Context: an optimization exercise on an open-source flow, tuned for small area. The choices shown serve that exercise and are no tape-out recipe. In this exercise RTL edits were held to simulation tests only and were not proved equivalent to the original. Power is estimated from default activity; no workload was simulated.

==> onyx: inputs <==
==> flow/design.v <==
module rf_a22o (input logic a1, a2, b1, b2, output logic y);
  assign y = (a1 & a2) | (b1 & b2);
endmodule
module rf_and2 (input logic a, b, output logic y);
  assign y = a & b;
endmodule
module rf_or2 (input logic a, b, output logic y);
  assign y = a | b;
endmodule
module rf_a222oi (input logic a1, a2, b1, b2, c1, c2, output logic y);
  assign y = ~((a1 & a2) | (b1 & b2) | (c1 & c2));
endmodule
module rf_nand2 (input logic a, b, output logic y);
  assign y = ~(a & b);
endmodule
module rf_nand3 (input logic a, b, c, output logic y);
  assign y = ~(a & b & c);
endmodule
module rf_nand4 (input logic a, b, c, d, output logic y);
  assign y = ~(a & b & c & d);
endmodule
module rf_or3 (input logic a, b, c, output logic y);
  assign y = a | b | c;
endmodule
module rf_rd_bit (
  input  logic [31:0] sel,
  input  logic [31:0] q,
  output logic        y
);
  logic [10:0] l;
  logic [2:0]  h;
  for (genvar g = 0; g < 10; g++) begin : g_aoi
    rf_a222oi u (.a1(sel[3*g+1]), .a2(q[3*g+1]),
                 .b1(sel[3*g+2]), .b2(q[3*g+2]),
                 .c1(sel[3*g+3]), .c2(q[3*g+3]), .y(l[g]));
  end
  rf_nand2 u_l10 (.a(sel[31]), .b(q[31]), .y(l[10]));
  rf_nand4 u_h0 (.a(l[0]), .b(l[1]), .c(l[2]),  .d(l[3]), .y(h[0]));
  rf_nand4 u_h1 (.a(l[4]), .b(l[5]), .c(l[6]),  .d(l[7]), .y(h[1]));
  rf_nand3 u_h2 (.a(l[8]), .b(l[9]), .c(l[10]),           .y(h[2]));
  rf_or3   u_o  (.a(h[0]), .b(h[1]), .c(h[2]), .y(y));
endmodule
module register_file #(
  parameter int DATA_WIDTH   = 32,
  parameter int ADDR_WIDTH   = 5,
  parameter int WRITE_BYPASS = 0
) (
  input  logic                  clk,
  input  logic                  reset,
  input  logic                  reg_write,
  input  logic [ADDR_WIDTH-1:0] rs1_addr,
  input  logic [ADDR_WIDTH-1:0] rs2_addr,
  input  logic [ADDR_WIDTH-1:0] rd_addr,
  input  logic [DATA_WIDTH-1:0] rd_data,
  output logic [DATA_WIDTH-1:0] rs1_data,
  output logic [DATA_WIDTH-1:0] rs2_data
);
  localparam int DEPTH = 2**ADDR_WIDTH;
  if (DATA_WIDTH == 32 && ADDR_WIDTH == 5 && WRITE_BYPASS == 0) begin : g_opt
    logic [31:0] regs [1:31];
    logic [31:0] nxt  [1:31];
    logic [31:0] load, hold, sel1, sel2;
    logic [3:0]  wlo, wlon, r1lo, r2lo;
    logic [7:0]  whi, whin, r1hi, r2hi;
    for (genvar j = 0; j < 4; j++) begin : g_lo
      assign wlo[j]  = (rd_addr[1:0] == j);
      assign wlon[j] = !reset && (rd_addr[1:0] != j);
      assign r1lo[j] = (rs1_addr[1:0] == j);
      assign r2lo[j] = (rs2_addr[1:0] == j);
    end
    for (genvar k = 0; k < 8; k++) begin : g_hi
      assign whi[k]  = reg_write && !reset && (rd_addr[4:2] == k);
      assign whin[k] = !reset && !(reg_write && (rd_addr[4:2] == k));
      assign r1hi[k] = (rs1_addr[4:2] == k);
      assign r2hi[k] = (rs2_addr[4:2] == k);
    end
    assign load[0] = 1'b0;
    assign hold[0] = 1'b0;
    assign sel1[0] = 1'b0;
    assign sel2[0] = 1'b0;
    for (genvar r = 1; r < 32; r++) begin : g_dec
      rf_and2 u_load (.a(wlo[r % 4]),  .b(whi[r / 4]),  .y(load[r]));
      rf_or2  u_hold (.a(wlon[r % 4]), .b(whin[r / 4]), .y(hold[r]));
      rf_and2 u_sel1 (.a(r1lo[r % 4]), .b(r1hi[r / 4]), .y(sel1[r]));
      rf_and2 u_sel2 (.a(r2lo[r % 4]), .b(r2hi[r / 4]), .y(sel2[r]));
    end
    for (genvar r = 1; r < 32; r++) begin : g_row
      for (genvar b = 0; b < 32; b++) begin : g_bit
        rf_a22o u_bit (.a1(regs[r][b]), .a2(hold[r]), .b1(rd_data[b]), .b2(load[r]),
                       .y(nxt[r][b]));
      end
      always_ff @(posedge clk) regs[r] <= nxt[r];
    end
    for (genvar b = 0; b < 32; b++) begin : g_col
      logic [31:0] col;
      assign col[0] = 1'b0;
      for (genvar r = 1; r < 32; r++) begin : g_c
        assign col[r] = regs[r][b];
      end
      rf_rd_bit u_rd1 (.sel(sel1), .q(col), .y(rs1_data[b]));
      rf_rd_bit u_rd2 (.sel(sel2), .q(col), .y(rs2_data[b]));
    end
  end else begin : g_gen
    logic [DEPTH-1:0][DATA_WIDTH-1:0] regs;
    logic wr_en;
    assign wr_en = reg_write && !reset && (rd_addr != '0);
    always_ff @(posedge clk) begin
      if (reset)      regs <= '0;
      else if (wr_en) regs[rd_addr] <= rd_data;
    end
    always_comb begin
      rs1_data = regs[rs1_addr];
      if ((WRITE_BYPASS != 0) && wr_en && (rs1_addr == rd_addr)) rs1_data = rd_data;
      if (rs1_addr == '0) rs1_data = '0;
      rs2_data = regs[rs2_addr];
      if ((WRITE_BYPASS != 0) && wr_en && (rs2_addr == rd_addr)) rs2_data = rd_data;
      if (rs2_addr == '0) rs2_data = '0;
    end
  end
endmodule
==> flow/flow/run.sh <==
#!/bin/bash
# Standard ORFS layout with these changes:
#  - port buffers are plain buffers (buffer_ports otherwise picks a slow delay cell);
#  - before repair_design, the drivers of high-fanout nets are upsized
#    (flow/presize.tcl), so repair_design needs few buffers;
#  - clock tree synthesis uses clkbuf_16 on larger sink clusters and inserts no dummy loads.
# ORFS writes each step's full log under orfs/logs/; make's output goes to standard_make.log.
set -euo pipefail
here=$(pwd)
export BUFFER_PORTS_ARGS="-buffer_cell sky130_fd_sc_hd__buf_1"
export PRE_RESIZE_TCL="$here/flow/presize.tcl"
export CTS_ARGS="-sink_clustering_enable -repair_clock_nets -dont_use_dummy_load -buf_list sky130_fd_sc_hd__clkbuf_16 -sink_clustering_size 28 -sink_clustering_max_diameter 100"
bash standard.sh finish > standard_make.log 2>&1
==> flow/flow/presize.tcl <==
# PRE_RESIZE hook: before repair_design, upsize the drivers of high-fanout
# signal nets (the register file's row and column lines) so that
# repair_design does not have to buffer them.
proc presize_fanout_drivers { min_fanout mid_fanout } {
  set n 0
  foreach net [[ord::get_db_block] getNets] {
    if {[$net getSigType] ne "SIGNAL"} continue
    set drv ""
    set sinks 0
    foreach it [$net getITerms] {
      if {[$it isOutputSignal]} { set drv [$it getInst] } else { incr sinks }
    }
    if {$drv eq "" || $sinks < $mid_fanout} continue
    set wants [expr {$sinks >= $min_fanout ? {4 2} : {2}}]
    set m [[$drv getMaster] getName]
    if {![regexp {^(sky130_fd_sc_hd__\w+)_(\d+)$} $m -> base sz]} continue
    if {[string match "*df*" $base]} continue
    foreach want $wants {
      if {$sz >= $want} break
      set cand "${base}_$want"
      if {[[ord::get_db] findMaster $cand] ne "NULL" && [lsearch $::env(DONT_USE_CELLS) $cand] < 0} {
        replace_cell [$drv getName] $cand
        incr n
        break
      }
    }
  }
  puts "presize: upsized $n drivers"
}
presize_fanout_drivers 16 6
==> flow/standard.sh <==
#!/bin/bash
# synth_recipe.tcl (not shown) runs the flow's synth.tcl, then flattens the netlist and writes it again
# the make line also repeats each setting of config.mk as NAME=value (left out here)
make -C /OpenROAD-flow-scripts/flow DESIGN_CONFIG=/design/flow/config.mk WORK_HOME=/design/flow/orfs CLKGATE_MAP_FILE= SYNTH_SCRIPT=/design/flow/synth_recipe.tcl "${@:-finish}"
==> flow/config.mk <==
export PLATFORM = sky130hd
export DESIGN_NAME = register_file
export DESIGN_NICKNAME = register_file
export VERILOG_FILES = /design/flow/design.v
export SDC_FILE = /design/flow/constraint.sdc
export NUM_CORES = 4
export LEC_CHECK = 0
export ABC_AREA = 0
export CAP_MARGIN = 5
export CORE_MARGIN = 2
export CORE_UTILIZATION = 55
export CTS_BUF_LIST = sky130_fd_sc_hd__clkbuf_16
export CTS_CLUSTER_DIAMETER = 100
export CTS_CLUSTER_SIZE = 28
export GPL_TIMING_DRIVEN = 0
export PLACE_DENSITY = 0.65
export SLEW_MARGIN = 5
export SYNTH_HIERARCHICAL = 1
export SYNTH_MINIMUM_KEEP_SIZE = 0
==> flow/constraint.sdc <==
create_clock -name core_clock -period 6.0 [get_ports {clk}]
set_input_delay 1.2000 -clock core_clock [delete_from_list [all_inputs] [get_ports {clk}]]
set_output_delay 1.2000 -clock core_clock [all_outputs]
set_load 0.01 [all_outputs]
==> fjord: changes against onyx <==
--- a/flow/flow/run.sh
+++ b/flow/flow/run.sh
@@ -10,4 +10,4 @@
 export BUFFER_PORTS_ARGS="-buffer_cell sky130_fd_sc_hd__buf_1"
 export PRE_RESIZE_TCL="$here/flow/presize.tcl"
-export CTS_ARGS="-sink_clustering_enable -repair_clock_nets -dont_use_dummy_load -buf_list sky130_fd_sc_hd__clkbuf_16 -sink_clustering_size 28 -sink_clustering_max_diameter 100"
+export CTS_ARGS="-sink_clustering_enable -repair_clock_nets -dont_use_dummy_load -buf_list sky130_fd_sc_hd__clkbuf_16 -sink_clustering_size 30 -sink_clustering_max_diameter 80"
 bash standard.sh finish > standard_make.log 2>&1
CORE_UTILIZATION = 62   (was 55)
CTS_CLUSTER_DIAMETER = 80   (was 100)
CTS_CLUSTER_SIZE = 30   (was 28)
PLACE_DENSITY = 0.72   (was 0.65)
==> run summary <==
| metric | onyx | fjord |
|---|---|---|
| Status | complete, no violations | complete, no violations |
| Proportion of power drawn by combinational gates | 0.072 | 0.071 |
| Global Route met1 Usage | 0.572 | 0.608 |
| Hold path startpoint | g_opt.regs[8][13] | g_opt.regs[25][29] |
| Fraction of power spent switching nets | 0.258 | 0.255 |
| Critical R2R Launch | g_opt.regs[3][28] | g_opt.regs[25][19] |
| TritonCTS buffer count | 41 | 44 |
| Worst EP arrival | 3.84 ns | 3.86 ns |
| Clock buffer instance count of the final layout | 41 | 44 |
| Final-layout clock-cell area share | 0.0251 | 0.0269 |
| Tap cell count | 882 | 782 |
| Worst-case register-to-register setup slack | 5.29 ns | 5.30 ns |
| Slew at the pin closest to its max-slew limit | 0.846 ns | 0.818 ns |
| Met2 track demand over resource in global routing | 0.678 | 0.733 |
| Fraction of power consumed by the clock network | 0.307 | 0.313 |
| Post-layout min period | 5.04 ns | 5.06 ns |
| Number of global-route vias before repair | 36.6k | 37.3k |
| Met3 layer wire length in the routed design | 28.8 mm | 29.5 mm |
| Master of the slowest instance on the critical path | sky130_fd_sc_hd__or3_1 | sky130_fd_sc_hd__nand4_1 |
| Detailed-route wire length | 180 mm | 173 mm |

port drivers added, routing unchanged:
No port has a modelled driver above. Below, the same layouts with a new extraction and two added sets of constraints. Step 1 (the two cells are an assumption about what drives the block):
set clk [get_ports {clk}]
set_driving_cell -lib_cell sky130_fd_sc_hd__clkbuf_16 $clk
set_driving_cell -lib_cell sky130_fd_sc_hd__buf_2 [delete_from_list [all_inputs] $clk]
Step 2 also shifts input and output timing later by t, the mid clock arrival at the registers, as if the neighbouring blocks saw the same clock. Three values: ideal ports, drivers, drivers and shift; two values: the first two.
run | t (ns) | setup WS [ns] | cell pins on the clock port's net
onyx | 0.698 | 0.960 / 0.931 / 0.931 | 1
fjord | 0.718 | 0.936 / 0.913 / 0.913 | 1
After both steps setup and hold are still met in every run listed. For onyx, which loses most, drivers alone change the setup slack by -0.029 ns; drivers and shift together by -0.029 ns.
